From an optimization exercise on the open Yosys and OpenROAD flow, aimed at small area; shortcuts taken in it are not production practice. RTL that was checked went through simulation tests only; none was proved equivalent to the original. Power is estimated from default activity; no workload was simulated.

==> flow/design.v (excerpt) <==
module strassenTop (
    input  wire logic                                clk,
    input  wire logic                                reset,
    input  wire logic                                start,
    input  wire logic [3:0]                          mode,
    input  wire logic                                memWrite,
    input  wire logic                                memSelB,
    input  wire logic [strassenPkg::idxWidth-1:0]    memRow,
    input  wire logic [strassenPkg::idxWidth-1:0]    memCol,
    input  wire strassenPkg::elemT                   memData,
    input  wire logic [strassenPkg::addrWidth-1:0]   resultAddr,
    output logic                                     done,
    output strassenPkg::stateT                       state,
    output strassenPkg::resultT                      resultOut
);
==> module strassenControl, before the edit <==
module strassenControl (
    input  wire logic          clk,
    input  wire logic          reset,
    input  wire logic          start,
    input  wire logic [3:0]    mode,
    output logic               done,
    output logic               ldSnap,       
    output logic               ldVis,        
    output logic               inBrute,      
    output strassenPkg::stateT state
);
    strassenPkg::stateT nextState;
    always_ff @(posedge clk or posedge reset) begin
        if (reset) state <= strassenPkg::stIdle;
        else       state <= nextState;
    end
    always_comb begin
        nextState = state;
        case (state)
            strassenPkg::stIdle:  if (start) nextState = strassenPkg::stCheck;
            strassenPkg::stCheck: begin
                if (mode == strassenPkg::modeBrute)
                    nextState = strassenPkg::stSel2;
                else if (mode == strassenPkg::modeStrassen)
                    nextState = strassenPkg::stSel4;
            end
            strassenPkg::stSel2:  nextState = strassenPkg::stBrute;
            strassenPkg::stBrute: nextState = strassenPkg::stLoadC;
            strassenPkg::stSel4:  nextState = strassenPkg::stSlice;
            strassenPkg::stSlice: nextState = strassenPkg::stCalc1;
            strassenPkg::stCalc1: nextState = strassenPkg::stCalc2;
            strassenPkg::stCalc2: nextState = strassenPkg::stComb1;
            strassenPkg::stComb1: nextState = strassenPkg::stComb2;
            strassenPkg::stComb2: nextState = strassenPkg::stLoadC;
            strassenPkg::stLoadC: nextState = strassenPkg::stDone;
            strassenPkg::stDone:  nextState = strassenPkg::stIdle;
            default:              nextState = strassenPkg::stIdle;
        endcase
    end
    assign inBrute = (state == strassenPkg::stBrute);
    assign ldSnap = (state == strassenPkg::stSel2) || (state == strassenPkg::stSel4);
    assign ldVis  = (state == strassenPkg::stLoadC);
    assign done   = (state == strassenPkg::stDone);
endmodule
==> module matrixMemory, before the edit <==
module matrixMemory (
    input  wire logic                               clk,
    input  wire logic                               reset,
    input  wire logic                               memWrite,
    input  wire logic                               memSelB,     
    input  wire logic [strassenPkg::idxWidth-1:0]   memRow,
    input  wire logic [strassenPkg::idxWidth-1:0]   memCol,
    input  wire strassenPkg::elemT                  memData,
    input  wire logic                               ldSnap,
    input  wire logic                               ldVis,
    input  wire logic                               inBrute,
    output logic [strassenPkg::matDim-1:0][strassenPkg::matDim-1:0][strassenPkg::elemWidth-1:0] visA,
    output logic [strassenPkg::matDim-1:0][strassenPkg::matDim-1:0][strassenPkg::elemWidth-1:0] visB,
    output logic                                    visValid,    
    output logic                                    vis2         
);
    logic [strassenPkg::matDim-1:0][strassenPkg::matDim-1:0][strassenPkg::elemWidth-1:0] memA, memB;
    logic [strassenPkg::matDim-1:0][strassenPkg::matDim-1:0][strassenPkg::elemWidth-1:0] snapA, snapB;
    logic snap2;
    always_ff @(posedge clk) snap2 <= inBrute;
    logic [strassenPkg::matDim-1:0][strassenPkg::matDim-1:0] weA, weB;
    always_comb begin
        for (int i = 0; i < strassenPkg::matDim; i++) begin
            for (int j = 0; j < strassenPkg::matDim; j++) begin
                weA[i][j] = memWrite && !memSelB && memRow == i && memCol == j;
                weB[i][j] = memWrite &&  memSelB && memRow == i && memCol == j;
            end
        end
    end
    always_ff @(posedge clk) begin
        for (int i = 0; i < strassenPkg::matDim; i++) begin
            for (int j = 0; j < strassenPkg::matDim; j++) begin
                if (weA[i][j]) memA[i][j] <= memData;
                if (weB[i][j]) memB[i][j] <= memData;
            end
        end
    end
    always_ff @(posedge clk) begin
        if (ldSnap) begin
            snapA <= memA;
            snapB <= memB;
        end
    end
    always_ff @(posedge clk) begin
        if (ldVis) begin
            visA <= snapA;
            visB <= snapB;
            vis2 <= snap2;
        end
    end
    always_ff @(posedge clk or posedge reset) begin
        if (reset)      visValid <= 1'b0;
        else if (ldVis) visValid <= 1'b1;
    end
endmodule
==> module strassenTop, before the edit <==
module strassenTop (
    input  wire logic                                clk,
    input  wire logic                                reset,
    input  wire logic                                start,
    input  wire logic [3:0]                          mode,
    input  wire logic                                memWrite,
    input  wire logic                                memSelB,
    input  wire logic [strassenPkg::idxWidth-1:0]    memRow,
    input  wire logic [strassenPkg::idxWidth-1:0]    memCol,
    input  wire strassenPkg::elemT                   memData,
    input  wire logic [strassenPkg::addrWidth-1:0]   resultAddr,
    output logic                                     done,
    output strassenPkg::stateT                       state,
    output strassenPkg::resultT                      resultOut
);
    logic ldSnap, ldVis, inBrute, visValid, vis2;
    logic [strassenPkg::matDim-1:0][strassenPkg::matDim-1:0][strassenPkg::elemWidth-1:0] visA, visB;
    strassenControl i_strassenControl (
        .clk    (clk),
        .reset  (reset),
        .start  (start),
        .mode   (mode),
        .done   (done),
        .ldSnap (ldSnap),
        .ldVis  (ldVis),
        .inBrute (inBrute),
        .state  (state)
    );
    matrixMemory i_matrixMemory (
        .clk      (clk),
        .reset    (reset),
        .memWrite (memWrite),
        .memSelB  (memSelB),
        .memRow   (memRow),
        .memCol   (memCol),
        .memData  (memData),
        .ldSnap   (ldSnap),
        .ldVis    (ldVis),
        .inBrute  (inBrute),
        .visA     (visA),
        .visB     (visB),
        .visValid (visValid),
        .vis2     (vis2)
    );
    strassenDatapath i_strassenDatapath (
        .visA       (visA),
        .visB       (visB),
        .visValid   (visValid),
        .vis2       (vis2),
        .resultAddr (resultAddr),
        .resultOut  (resultOut)
    );
endmodule
clock: 10.0 ns
lec_check: 0
cap_margin: 0
core_margin: 2
core_utilization: 60
gpl_timing_driven: 0
slew_margin: 0
synth_hierarchical: 1
standard.sh (not shown) runs the stock make flow with config.mk's settings and CLKGATE_MAP_FILE= SYNTH_SCRIPT=/design/flow/synth_recipe.tcl, a recipe that flattens the netlist after the stock synthesis.
==> flow/flow/run.sh <==
#!/bin/bash
# Standard layout, with two changes: the clock tree uses larger sink clusters and no
# dummy loads, and the port buffers are the smallest buffer cell.
set -euo pipefail
CTS="-sink_clustering_enable -repair_clock_nets -dont_use_dummy_load"
CTS="$CTS -sink_clustering_size ${FLOW_CTS_SIZE:-20} -sink_clustering_max_diameter ${FLOW_CTS_DIAM:-120}"
CTS="$CTS -buf_list sky130_fd_sc_hd__clkbuf_8"
bash standard.sh "CTS_ARGS=$CTS" "BUFFER_PORTS_ARGS=-buffer_cell sky130_fd_sc_hd__buf_1" finish > standard.log 2>&1
==> next run, changes <==
--- a/flow/design.v
+++ b/flow/design.v
@@ -255,10 +255,8 @@
     input  wire logic          reset,
     input  wire logic          start,
     input  wire logic [3:0]    mode,
     output logic               done,
-    output logic               ldSnap,       
-    output logic               ldVis,        
     output logic               inBrute,      
     output strassenPkg::stateT state
 );
     strassenPkg::stateT nextState;
@@ -289,10 +287,8 @@
             default:              nextState = strassenPkg::stIdle;
         endcase
     end
     assign inBrute = (state == strassenPkg::stBrute);
-    assign ldSnap = (state == strassenPkg::stSel2) || (state == strassenPkg::stSel4);
-    assign ldVis  = (state == strassenPkg::stLoadC);
     assign done   = (state == strassenPkg::stDone);
 endmodule
 `default_nettype wire
 `timescale 1ns/1ns
@@ -304,10 +300,9 @@
     input  wire logic                               memSelB,     
     input  wire logic [strassenPkg::idxWidth-1:0]   memRow,
     input  wire logic [strassenPkg::idxWidth-1:0]   memCol,
     input  wire strassenPkg::elemT                  memData,
-    input  wire logic                               ldSnap,
-    input  wire logic                               ldVis,
+    input  wire strassenPkg::stateT                 state,
     input  wire logic                               inBrute,
     output logic [strassenPkg::matDim-1:0][strassenPkg::matDim-1:0][strassenPkg::elemWidth-1:0] visA,
     output logic [strassenPkg::matDim-1:0][strassenPkg::matDim-1:0][strassenPkg::elemWidth-1:0] visB,
     output logic                                    visValid,    
@@ -333,26 +328,34 @@
                 if (weB[i][j]) memB[i][j] <= memData;
             end
         end
     end
-    always_ff @(posedge clk) begin
-        if (ldSnap) begin
-            snapA <= memA;
-            snapB <= memB;
-        end
+    logic [3:0] ldSnapQ, ldVisQ;
+    for (genvar q = 0; q < 4; q++) begin : g_ld
+        strassenLoadDecode i_ld (.state(state), .ldSnap(ldSnapQ[q]), .ldVis(ldVisQ[q]));
     end
     always_ff @(posedge clk) begin
-        if (ldVis) begin
-            visA <= snapA;
-            visB <= snapB;
-            vis2 <= snap2;
+        for (int i = 0; i < strassenPkg::matDim; i++) begin
+            if (ldSnapQ[i / 2])     snapA[i] <= memA[i];
+            if (ldSnapQ[2 + i / 2]) snapB[i] <= memB[i];
+            if (ldVisQ[i / 2])      visA[i]  <= snapA[i];
+            if (ldVisQ[2 + i / 2])  visB[i]  <= snapB[i];
         end
+        if (ldVisQ[0]) vis2 <= snap2;
     end
     always_ff @(posedge clk or posedge reset) begin
         if (reset)      visValid <= 1'b0;
-        else if (ldVis) visValid <= 1'b1;
+        else if (ldVisQ[0]) visValid <= 1'b1;
     end
 endmodule
+module strassenLoadDecode (
+    input  wire strassenPkg::stateT state,
+    output logic                    ldSnap,
+    output logic                    ldVis
+);
+    assign ldSnap = (state == strassenPkg::stSel2) || (state == strassenPkg::stSel4);
+    assign ldVis  = (state == strassenPkg::stLoadC);
+endmodule
 `default_nettype wire
 `timescale 1ns/1ns
 `default_nettype none
 module strassenTop (
@@ -369,18 +372,16 @@
     output logic                                     done,
     output strassenPkg::stateT                       state,
     output strassenPkg::resultT                      resultOut
 );
-    logic ldSnap, ldVis, inBrute, visValid, vis2;
+    logic inBrute, visValid, vis2;
     logic [strassenPkg::matDim-1:0][strassenPkg::matDim-1:0][strassenPkg::elemWidth-1:0] visA, visB;
     strassenControl i_strassenControl (
         .clk    (clk),
         .reset  (reset),
         .start  (start),
         .mode   (mode),
         .done   (done),
-        .ldSnap (ldSnap),
-        .ldVis  (ldVis),
         .inBrute (inBrute),
         .state  (state)
     );
     matrixMemory i_matrixMemory (
@@ -390,10 +391,9 @@
         .memSelB  (memSelB),
         .memRow   (memRow),
         .memCol   (memCol),
         .memData  (memData),
-        .ldSnap   (ldSnap),
-        .ldVis    (ldVis),
+        .state    (state),
         .inBrute  (inBrute),
         .visA     (visA),
         .visB     (visB),
         .visValid (visValid),
Result:
- The new run finished clean
- worst hold slack hardly moves
- final area hardly moves
- global-route usage went up by 1.1 points
- synthesized cell count grows by about 1.1%
- clock power is about the same
- critical path depth shrinks by 1
- fmax falls by about 0.7%
- clock-buffer cell count stays the same
- clock skew barely changes
- first-iteration DRC count barely changes
- register-to-register slack improves by 0.34 ns
- power came out lower by 2.6%
- sequential power barely changes
- via count rises by 4.1%
For the second run of this note, only the layout was checked, not whether the RTL still works.

==> afterwards: timing with drivers on the ports <==
No port has a modelled driver above. Below, the same layouts with a new extraction and two added sets of constraints.
Step 1 assumes that a clkbuf_16 drives the clock port and a buf_2 every other input.
Step 2 moves the port delays by t, midway between the first and last clock arrival at a register: inputs arrive t later, outputs are due t later. That takes back most of the time a late clock gives input paths.
Slacks: ideal ports / drivers / drivers and shift; pairs: ideal ports / drivers.
run	shift t [ns]	setup WS [ns]	worst hold slack (ns)
the first run	0.585	0.271 / 0.249 / 0.249	0.377 / 0.377 / 0.377
the second run	0.578	0.202 / 0.170 / 0.170	0.379 / 0.379 / 0.379
After both steps setup and hold are still met in every run listed. The setup slack of the second run, which loses most, moves by -0.032 ns with the drivers and by -0.032 ns with both steps.
